This design comes from an exercise in tuning for small area on the open sky130 flow, not from production work.
Function was checked by simulation only, so behaviour that the tests miss may differ from the original.

File: design/flow/config.mk
export PLATFORM = sky130hd
export DESIGN_NAME = cpu16_core
export DESIGN_NICKNAME = cpu16_core
export VERILOG_FILES = /design/flow/design.v
export SDC_FILE = /design/flow/constraint.sdc
export NUM_CORES = 4
export LEC_CHECK = 0
export CAP_MARGIN = 20
export CORE_MARGIN = 2
export CORE_UTILIZATION = 40
export SLEW_MARGIN = 20
File: design/flow/constraint.sdc
create_clock -name core_clock -period 10.0 [get_ports {clk}]
set_input_delay 2.0000 -clock core_clock [delete_from_list [all_inputs] [get_ports {clk}]]
set_output_delay 2.0000 -clock core_clock [all_outputs]
set_load 0.01 [all_outputs]
File: design/flow/design.v
module cpu16_core (
  input  logic        clk,
  input  logic        rst,
  input  logic        imem_we,
  input  logic [3:0]  imem_waddr,
  input  logic [15:0] imem_wdata,
  input  logic [3:0]  dbg_sel,
  output logic [15:0] dbg_reg,
  output logic [3:0]  pc,
  output logic [15:0] instr,
  output logic [15:0] alu_out,
  output logic        carry,
  output logic        halted
);
  logic [15:0] imem_q [16];
  logic [15:0] regs_q [16];
  logic [15:0] ram_q  [16];
  logic [15:0] regs_v, ram_v;
  logic [3:0]  pc_q;
  logic        carry_q, halted_q;
  logic [3:0]  op, rd, rn, rm;
  logic [15:0] pc_oh, rd_oh, rn_oh, rm_oh, dbg_oh;
  logic [15:0] rn_val, rm_val, ram_val, dbg_val, instr_val;
  always_comb begin
    for (int i = 0; i < 16; i++) begin
      pc_oh[i]  = (pc_q == i[3:0]);
      rd_oh[i]  = (rd == i[3:0]);
      rn_oh[i]  = (rn == i[3:0]);
      rm_oh[i]  = (rm == i[3:0]);
      dbg_oh[i] = (dbg_sel == i[3:0]);
    end
  end
  always_comb begin
    instr_val = '0;
    rn_val    = '0;
    rm_val    = '0;
    dbg_val   = '0;
    ram_val   = '0;
    for (int i = 0; i < 16; i++) begin
      instr_val = instr_val | ({16{pc_oh[i]}} & imem_q[i]);
      rn_val    = rn_val    | ({16{rn_oh[i]  & regs_v[i]}} & regs_q[i]);
      rm_val    = rm_val    | ({16{rm_oh[i]  & regs_v[i]}} & regs_q[i]);
      dbg_val   = dbg_val   | ({16{dbg_oh[i] & regs_v[i]}} & regs_q[i]);
      ram_val   = ram_val   | ({16{rd_oh[i]  & ram_v[i]}}  & ram_q[i]);
    end
  end
  assign instr   = instr_val;
  assign op      = instr[15:12];
  assign rd      = instr[11:8];
  assign rn      = instr[7:4];
  assign rm      = instr[3:0];
  assign pc      = pc_q;
  assign carry   = carry_q;
  assign halted  = halted_q;
  assign dbg_reg = dbg_val;
  logic        is_arith, is_sub, is_imm;
  logic [15:0] b_val, b_x;
  logic [16:0] sum;
  logic [15:0] shl;
  logic [15:0] alu;
  logic        alu_en;
  assign is_arith = (op[3:2] == 2'b00);
  assign is_sub   = op[1];
  assign is_imm   = op[0];
  assign b_val    = is_imm ? {12'h000, rm} : rm_val;
  assign b_x      = b_val ^ {16{is_sub}};
  assign sum      = {1'b0, rn_val} + {1'b0, b_x} + {16'h0, is_sub};
  assign shl      = rn_val << rm;
  always_comb begin
    alu_en = 1'b1;
    case (op)
      4'h0, 4'h1, 4'h2, 4'h3: alu = sum[15:0];
      4'h4:    alu = rn_val & rm_val;
      4'h5:    alu = rn_val | rm_val;
      4'h6:    alu = rn_val ^ rm_val;
      4'h7:    alu = ~(rn_val | rm_val);
      4'h8:    alu = ~(rn_val & rm_val);
      4'hA:    alu = shl;
      default: begin alu = '0; alu_en = 1'b0; end
    endcase
  end
  assign alu_out = alu;
  logic        run, is_ld, is_st;
  logic [15:0] rf_we, ram_we;
  logic [15:0] rf_wd;
  logic [3:0]  pc_d;
  assign run   = ~halted_q;
  assign is_ld = (op == 4'hF);
  assign is_st = (op == 4'hE);
  assign rf_wd = is_ld ? ram_val : alu;
  always_comb begin
    for (int i = 0; i < 16; i++) begin
      rf_we[i]  = run & ((alu_en & rd_oh[i]) | (is_ld & rn_oh[i]));
      ram_we[i] = run & is_st & rd_oh[i];
    end
  end
  always_comb begin
    pc_d = pc_q + 4'd1;
    case (op)
      4'h9: pc_d = pc_q;
      4'hC: if (rn_val == {12'h000, rm}) pc_d = pc_q + rd;
      4'hD: pc_d = pc_q - rd;
      default: ;
    endcase
  end
  always_ff @(posedge clk or posedge rst) begin
    if (rst) begin
      pc_q     <= '0;
      carry_q  <= 1'b0;
      halted_q <= 1'b0;
      regs_v   <= '0;
      ram_v    <= '0;
    end else if (run) begin
      pc_q     <= pc_d;
      if (is_arith) carry_q <= sum[16] ^ is_sub;
      if (op == 4'h9) halted_q <= 1'b1;
      regs_v   <= regs_v | rf_we;
      ram_v    <= ram_v | ram_we;
    end
  end
  always_ff @(posedge clk) begin
    for (int i = 0; i < 16; i++) begin
      if (rf_we[i])  regs_q[i] <= rf_wd;
      if (ram_we[i]) ram_q[i]  <= rn_val;
      if (imem_we && imem_waddr == i[3:0]) imem_q[i] <= imem_wdata;
    end
  end
endmodule
File: design/flow/run.sh
#!/bin/bash
# synth_recipe.tcl (not shown) runs the flow's synth.tcl, then flattens the netlist and writes it again
# the make line also repeats each setting of config.mk as NAME=value (left out here)
make -C /OpenROAD-flow-scripts/flow DESIGN_CONFIG=/design/flow/config.mk WORK_HOME=/design/flow/orfs CLKGATE_MAP_FILE= SYNTH_SCRIPT=/design/flow/synth_recipe.tcl finish
==> results of run 1 <==
[logic make-up (layout without fill, tap and decap cells)]
group,Yosys count,after routing,share of synthesized area [%]
AO/OA/AOI/OAI,866,866,18.0
flip-flops,806,806,63.3
AND/OR/NAND/NOR,740,740,10.2
buffers and inverters,305,543,3.45
multiplexers,62,62,1.90
adder cells (fa/ha/maj),60,60,2.04
XOR/XNOR,49,49,1.13
other,0,2,0
[worst max-delay path, delay by kind of cell, from the launching register on]
kind,cells,cell delay (ns)
DFF,1,0.47
buffers and inverters,8,1.79
xor gates and xnor gates,1,0.10
AOI/OAI and AO/OA,11,2.51
and+or+nand+nor,7,1.56
adders and majority gates,2,0.61
[state kept, by name, summed over array words and instances, names as in the netlist]
signal    flops
carry_q       1
halted_q      1
imem_q      256
pc_q          4
ram_q       256
ram_v        16
regs_q      256
regs_v       16
[timing repair]
action | CTS | global route
endpoints found under the setup margin | 4 | 9
setup buffers | 0 | 18
pin swaps | 0 | 12
gates resized for setup | 6 | 27
[placed cells by master, fill, tap and decap left out, drive strengths merged, types with 8 or more instances in the layout]
master,instances
clkbuf,110
a211oi,17
a222oi,43
ha,57
a31oi,23
a21o,13
a32oi,47
o221ai,9
o22ai,10
nand4,98
a311oi,14
nor2b,9
and3,62
a21oi,89
o21ai,61
edfxtp,768
mux2,23
nand2,157
a221o,9
or3,8
dfrtp,38
nand3,139
o211ai,28
clkinv,37
nor3,56
and2,30
xnor2,35
buf,238
mux2i,34
inv,67
a22o,120
clkdlybuf4s50,80
nor2,111
a22oi,191
a221oi,127
or2,32
xor2,14
[final timing paths]
check | to | slack (ns) | start
min in group asynchronous | regs_v[9] | 1.95 | rst
max in group asynchronous | pc_q[2] | 7.39 | rst
setup reg to reg | regs_q[9][12] | 2.71 | pc_q[1]
hold / removal | ram_v[2] | 0.46 | ram_v[2]
hold reg to reg | ram_v[2] | 0.46 | ram_v[2]
setup / recovery | alu_out[11] | 0.26 | pc_q[1]
[layout make-up]
| cell class | instances | area, um^2 | area share (%) |
|---|---|---|---|
| repair buffers | 318 | 2630 | 5.94 |
| multi-input cells | 1777 | 13100 | 29.5 |
| flip-flops and latches | 806 | 24000 | 54.2 |
| clock inverters | 51 | 479 | 1.08 |
| diodes | 2 | 5.00 | 0.0113 |
| clock buffers | 110 | 2280 | 5.16 |
| well taps | 1254 | 1570 | 3.54 |
| inverters | 64 | 240 | 0.542 |
[per-layer routing]
metal / vias to the layer above / GRT usage, % / wire [um]
li1: 12100 / - / -
met1: 15300 / 43.3 / 63300
met2: 2348 / 49.9 / 72500
met3: 638 / 9.31 / 19100
met4: 8 / 18.0 / 10300
met5: - / 0 / 54
[stage by stage]
stage	setup WS [ns]	area, um^2	hold slack (ns)	setup TNS (ns)
2_1_floorplan	1.82	38000	0.430	0
5_1_grt	-0.0824	44300	0.480	-0.181
4_1_cts	0.0471	44000	0.459	0
3_5_place_dp	0.526	41200	0.445	0
6_report	0.265	44300	0.456	0
3_3_place_gp	0.610	41200	0.445	0
==> flow_summary_export.csv, run 1 <==
group,metric,value,unit
run_status,status,"timing/DRC/antenna clean",
floorplanning,die_area,97400,um^2
floorplanning,floorplan.io_pins,81,
yosys,share_of_synthesized_area_occupied_by_flip_flops_and_latches,63.3,%
clock_tree,cts-root-to-sink-buffers,3,
yosys,synth.top_cells.by_count,"sky130_fd_sc_hd__edfxtp_1 (768), sky130_fd_sc_hd__a22oi_1 (190), sky130_fd_sc_hd__clkbuf_1 (159), sky130_fd_sc_hd__nand2_1 (157), sky130_fd_sc_hd__nand3_1 (138)",
placement,gpl.final_weighted_congestion,1.06,
worst_setup_path,worstPathArrival,7.74,ns
floorplanning,coreArea,93600,um^2
yosys,asyncSetResetFlopFracSynth,4.71,%
yosys,synth_most_common_cell,"sky130_fd_sc_hd__edfxtp_1",
floorplanning,die_w,312,um
drt,wire_per_inst,37.7,um
yosys,synth-main-ff-cell,"sky130_fd_sc_hd__edfxtp_1",
sta,pins_over_slew_limit,0,
sta,worst-slew-pin-transition,1.24,ns
layout,final_util,47.3,%
sta,finalHoldViolations,0,
floorplanning,placement_rows,112,
yosys,synth_nets,2975,
drt,detail_route.vias_per_cell,6.94,
drt,routed-via-count,30400,
clock_tree,clk-insertion-delay-late,0.68,ns
clock_tree,cts_hold_repair.buffers,0,
drt,dr.first_iter.drc_count,5275,
yosys,synth_area_leaders,"sky130_fd_sc_hd__edfxtp_1 (61%), sky130_fd_sc_hd__a22oi_1 (3.8%), sky130_fd_sc_hd__a221oi_1 (2.9%)",
min_path,whs_path_depth,1,
clock_tree,cts_sinks,806,
grt,antenna_violations_before_repair,9,
worst_setup_path,worst-r2r-cell-count,29,
clock_tree,cts_htree_levels,3,
sta,setup-violations-final,0,
yosys,synth_top_area_share,60.8,%
yosys,syn-instance-count,2888,
drt,drt.antenna.violating_nets,0,
yosys,number_of_warnings_reported_in_the_yosys_synthesis_log,4,
clock_tree,tritoncts,"yes",
drt,routed_wirelength,165,mm
yosys,yosys.cell_types.count,105,
worst_setup_path,slowest_delay,0.52,ns
yosys,synth-edff-count,768,
worst_setup_path,critical_path.slowest_cell,"sky130_fd_sc_hd__clkdlybuf4s50_1",
grt,grt.overflow.total,0,
worst_setup_path,worstPathMaxFanout,14,
yosys,netlist.top_cell.by_area,"sky130_fd_sc_hd__edfxtp_1",
layout,finalNetCount,3140,
placement,io_buffer_count,80,
grt,maximum_number_of_pins_on_one_net_before_global_route_repair,39,
grt,groute.usage.overall,33.1,%
yosys,syn_area_cell,13.1,um^2
drt,detail_route.drc_violations,0,
worst_setup_path,critical_path_class,"reg -> out",
sta,period_minus_slack,9.74,ns
sta,slew_headroom,16.9,%
yosys,post_synthesis_instance_area,38000,um^2
grt,wire_length_of_the_first_global_routing_pass,229,mm
clock_tree,clockRootBuffer,"sky130_fd_sc_hd__clkbuf_16",
sta,max_freq,0.103,GHz
drt,drt_pre_antenna_iters,9,
placement,post-place-cells,4201,
layout,area_delta_synth_final,16.7,%
floorplanning,floorplan.initialDensity,40.5,%
worst_setup_path,start_kind,"flop",
flow_run,max_cap_violations,0,
grt,first_global_vias,29300,
sta,final.period_utilization,97.4,%
worst_setup_path,crit_path_end_kind,"output port",
worst_setup_path,timing.critical_path.required,8.00,ns
floorplanning,die_h,312,um
sta,final_setup_skew,0.0370,ns
clock_tree,clk_slew_on_worst_s_h_paths,0.06,ns
worst_setup_path,cpMostUsedCell,"sky130_fd_sc_hd__buf_4",
layout,layout.cells.non_filler,4382,
sta,grt_setup_unrepaired,"true",
layout,final.fill_count,8301,
layout,drive_gt1_share,17.3,%
clock_tree,cts_buffers,86,
placement,dp_hpwl,108,mm
min_path,worst_hold_class,"reg -> reg",
yosys,synth.ff_latch_count,806,
==> run 2: changes to the inputs <==
--- a/design/flow/config.mk
+++ b/design/flow/config.mk
@@ -10,2 +10,3 @@
 export CORE_UTILIZATION = 40
+export CTS_BUF_LIST = sky130_fd_sc_hd__clkbuf_8
 export SLEW_MARGIN = 20
==> run 2 against run 1 <==
Against the previous run:
- critical path type unchanged
- worst hold slack improved by 0.0054 ns
- via count up 1.6%
- cell count up 2.2%
- core utilization is essentially flat
- largest cell class unchanged
- register-to-register slack barely moved
==> flow_summary_export.csv, run 2 <==
group,metric,value,unit
layout,final.fill_count,8381,
grt,first_global_vias,29800,
sta,finalHoldViolations,0,
placement,pre_cts_slack,0.526,ns
sta,final.period_utilization,98.2,%
yosys,synth_fa_ha_area_share,2.04,%
yosys,post_synthesis_instance_area,38000,um^2
clock_tree,cts_buffers,136,
grt,wire_length_of_the_first_global_routing_pass,230,mm
yosys,synth.top_cells.by_count,"sky130_fd_sc_hd__edfxtp_1 (768), sky130_fd_sc_hd__a22oi_1 (190), sky130_fd_sc_hd__clkbuf_1 (159), sky130_fd_sc_hd__nand2_1 (157), sky130_fd_sc_hd__nand3_1 (138)",
worst_setup_path,worstPathMaxFanout,13,
yosys,share_of_synthesized_area_occupied_by_flip_flops_and_latches,63.3,%
clock_tree,cts_sinks,806,
min_path,worst_hold_class,"reg -> reg",
drt,dr.first_iter.drc_count,5574,
grt,maximum_number_of_pins_on_one_net_before_global_route_repair,39,
placement,io_buffer_count,80,
yosys,netlist.top_cell.by_area,"sky130_fd_sc_hd__edfxtp_1",
grt,grt.overflow.total,0,
yosys,synth-edff-count,768,
clock_tree,cts-root-to-sink-buffers,3,
sta,pins_over_slew_limit,0,
layout,drive_gt1_share,19.3,%
sta,hold-worst-slack,0.461,ns
yosys,synth-main-ff-cell,"sky130_fd_sc_hd__edfxtp_1",
drt,wire_per_inst,37.1,um
layout,most-common-layout-cells,"sky130_fd_sc_hd__edfxtp_1 (768), sky130_fd_sc_hd__buf_4 (250), sky130_fd_sc_hd__a22oi_1 (190)",
clock_tree,clk-insertion-delay-late,0.85,ns
layout,layout.cells.non_filler,4479,
yosys,number_of_warnings_reported_in_the_yosys_synthesis_log,4,
layout,final_common_cell,"sky130_fd_sc_hd__edfxtp_1",
sta,setup-violations-final,0,
grt,groute.usage.overall,33.4,%
layout,top_regs,"imem_q x256, ram_q x256, regs_q x256",
yosys,yosys.cell_types.count,105,
worst_setup_path,worstPathArrival,7.82,ns
clock_tree,clockRootBuffer,"sky130_fd_sc_hd__clkbuf_8",
sta,final_sum_of_negative_setup_slack,0,ns
drt,drt_pre_antenna_iters,14,
worst_setup_path,crit_path_end_kind,"output port",
clock_tree,cts_htree_levels,4,
layout,area_delta_synth_final,16.6,%
floorplanning,coreArea,93600,um^2
clock_tree,clk_slew_on_worst_s_h_paths,0.06,ns
sta,max_freq,0.102,GHz
yosys,synth_top_area_share,60.8,%
grt,antenna_violations_before_repair,10,
yosys,asyncSetResetFlopFracSynth,4.71,%
placement,gpl.final_weighted_congestion,1.06,
sta,final_critical_path_setup_slack,0.179,ns
floorplanning,die_w,312,um
sta,slew_headroom,16.5,%
run_status,status,"timing/DRC/antenna clean",
sta,grt_setup_unrepaired,"true",
yosys,synth-xor-area-share,1.13,%
drt,detail_route.vias_per_cell,6.89,
yosys,synthSimpleGateAreaFrac,10.2,%
layout,postLayoutCellArea,44300,um^2
yosys,muxShareOfSynthArea,1.90,%
yosys,synth_nets,2975,
placement,post-place-cells,4201,
layout,finalNetCount,3208,
floorplanning,die_area,97400,um^2
sta,worst-slew-pin-transition,1.25,ns
floorplanning,floorplan.io_pins,81,
yosys,synth_compound_gate_area_share,18.0,%
worst_setup_path,critical_path_class,"reg -> out",
floorplanning,die_h,312,um
layout,final_util,47.3,%
placement,dp_hpwl,108,mm
drt,drt.antenna.violating_nets,0,
sta,final_setup_skew,0.0455,ns
clock_tree,tritoncts,"yes",
yosys,syn_area_cell,13.1,um^2
worst_setup_path,timing.critical_path.required,8.00,ns
flow_run,max_cap_violations,0,
floorplanning,placement_rows,112,
yosys,synth_most_common_cell,"sky130_fd_sc_hd__edfxtp_1",
placement,placed_cell_area,41200,um^2
yosys,syn-instance-count,2888,
yosys,synth_top_family_by_area,"compound AO/OA/AOI/OAI gates",
yosys,synth.ff_latch_count,806,
yosys,synth_area_leaders,"sky130_fd_sc_hd__edfxtp_1 (61%), sky130_fd_sc_hd__a22oi_1 (3.8%), sky130_fd_sc_hd__a221oi_1 (2.9%)",
drt,routed_wirelength,166,mm
floorplanning,floorplan.initialDensity,40.5,%
drt,detail_route.drc_violations,0,
drt,routed-via-count,30900,
sta,period_minus_slack,9.82,ns
worst_setup_path,start_kind,"flop",
[run 2: cell counts after synthesis]
Identical to the previous run, type by type.
[run 2: cell type report]
class	count	area, um^2	area share, %
well taps	1254	1570	3.54
diodes	2	5.00	0.0113
clock buffers	145	2000	4.51
clock inverters	95	587	1.33
flip-flops and latches	806	24000	54.3
repair buffers	336	2760	6.23
inverters	64	244	0.551
multi-input cells	1777	13100	29.6
[run 2: timing repair]
action,in CTS,in global routing
buffers inserted,5,31
cloned,0,0
pin swaps,4,12
hold buffers,0,0
setup endpoints to repair,7,8
gates resized for setup,11,35
[run 2: kinds of logic (layout without fill, tap and decap cells)]
group,after synthesis,after routing
fa+ha+maj,60,60
simple gates,740,740
mux,62,62
compound gates,866,866
buf+inv,305,640
xor+xnor,49,49
other cells,0,2
flops,806,806
[run 2: worst max-delay path: stages, from the launching register on]
cell,delay [ns]
sky130_fd_sc_hd__dfrtp_2,0.46
sky130_fd_sc_hd__clkinvlp_4,0.20
sky130_fd_sc_hd__ha_4,0.27
sky130_fd_sc_hd__buf_4,0.16
sky130_fd_sc_hd__nor2b_1,0.18
sky130_fd_sc_hd__a32oi_1,0.32
sky130_fd_sc_hd__nand4_1,0.48
sky130_fd_sc_hd__nor4b_4,0.96
sky130_fd_sc_hd__buf_4,0.27
sky130_fd_sc_hd__buf_4,0.18
sky130_fd_sc_hd__a32oi_1,0.07
sky130_fd_sc_hd__a21oi_1,0.17
sky130_fd_sc_hd__nor3_1,0.09
sky130_fd_sc_hd__nand3_1,0.33
sky130_fd_sc_hd__ha_1,0.39
sky130_fd_sc_hd__a21o_1,0.19
sky130_fd_sc_hd__a21oi_1,0.14
sky130_fd_sc_hd__inv_1,0.07
sky130_fd_sc_hd__a21oi_1,0.31
sky130_fd_sc_hd__o21ai_0,0.13
sky130_fd_sc_hd__a22o_1,0.20
sky130_fd_sc_hd__a311oi_1,0.25
sky130_fd_sc_hd__nand3_1,0.13
sky130_fd_sc_hd__a211oi_1,0.31
sky130_fd_sc_hd__nand3_1,0.20
sky130_fd_sc_hd__clkdlybuf4s50_1,0.52
[run 2: path summary, 6_finish.rpt]
kind	startpoint	to	slack [ns]	depth (start not counted)
setup / recovery	pc_q[1]	alu_out[11]	0.18	25
hold / removal	ram_v[2]	ram_v[2]	0.46	1
setup reg to reg	pc_q[3]	regs_q[9][13]	2.71	24
hold reg to reg	ram_v[2]	ram_v[2]	0.46	1
max in group asynchronous	rst	pc_q[2]	7.55	2
min in group asynchronous	rst	regs_v[4]	1.78	2
[run 2: layer usage]
metal | vias to the layer above | GRT usage (%) | routed length [um]
met5 | - | 0 | 34
met4 | 6 | 19.7 | 11100
met3 | 649 | 9.18 | 18800
met2 | 2446 | 50.3 | 72800
met1 | 15500 | 43.3 | 63500
li1 | 12300 | - | -

afterwards: timing with drivers on the ports:
In the flow no input, the clock included, has a driving cell. The finished layouts below were timed again as built, in two steps. Step 1, drivers: a clkbuf_16 drives clk and a buf_2 each remaining input, both assumed. Step 2 moves the port delays by t, midway between the first and last clock arrival at a register: inputs arrive t later, outputs are due t later. That takes back most of the time a late clock gives input paths. Slacks: ideal / step 1 / step 2; pairs: ideal / step 1.
run | t (ns) | slack for setup (ns) | hold WS [ns] | worst setup path at the end | worst register clock-pin slew, ns
run 1 | 0.732 | 0.265 / 0.193 / 0.924 | 0.456 / 0.456 / 0.456 | register to output | 0.07 / 0.07
run 2 | 0.884 | 0.179 / 0.117 / 1.001 | 0.461 / 0.461 / 0.461 | register to output | 0.07 / 0.07
After both steps setup and hold are still met in every run listed.
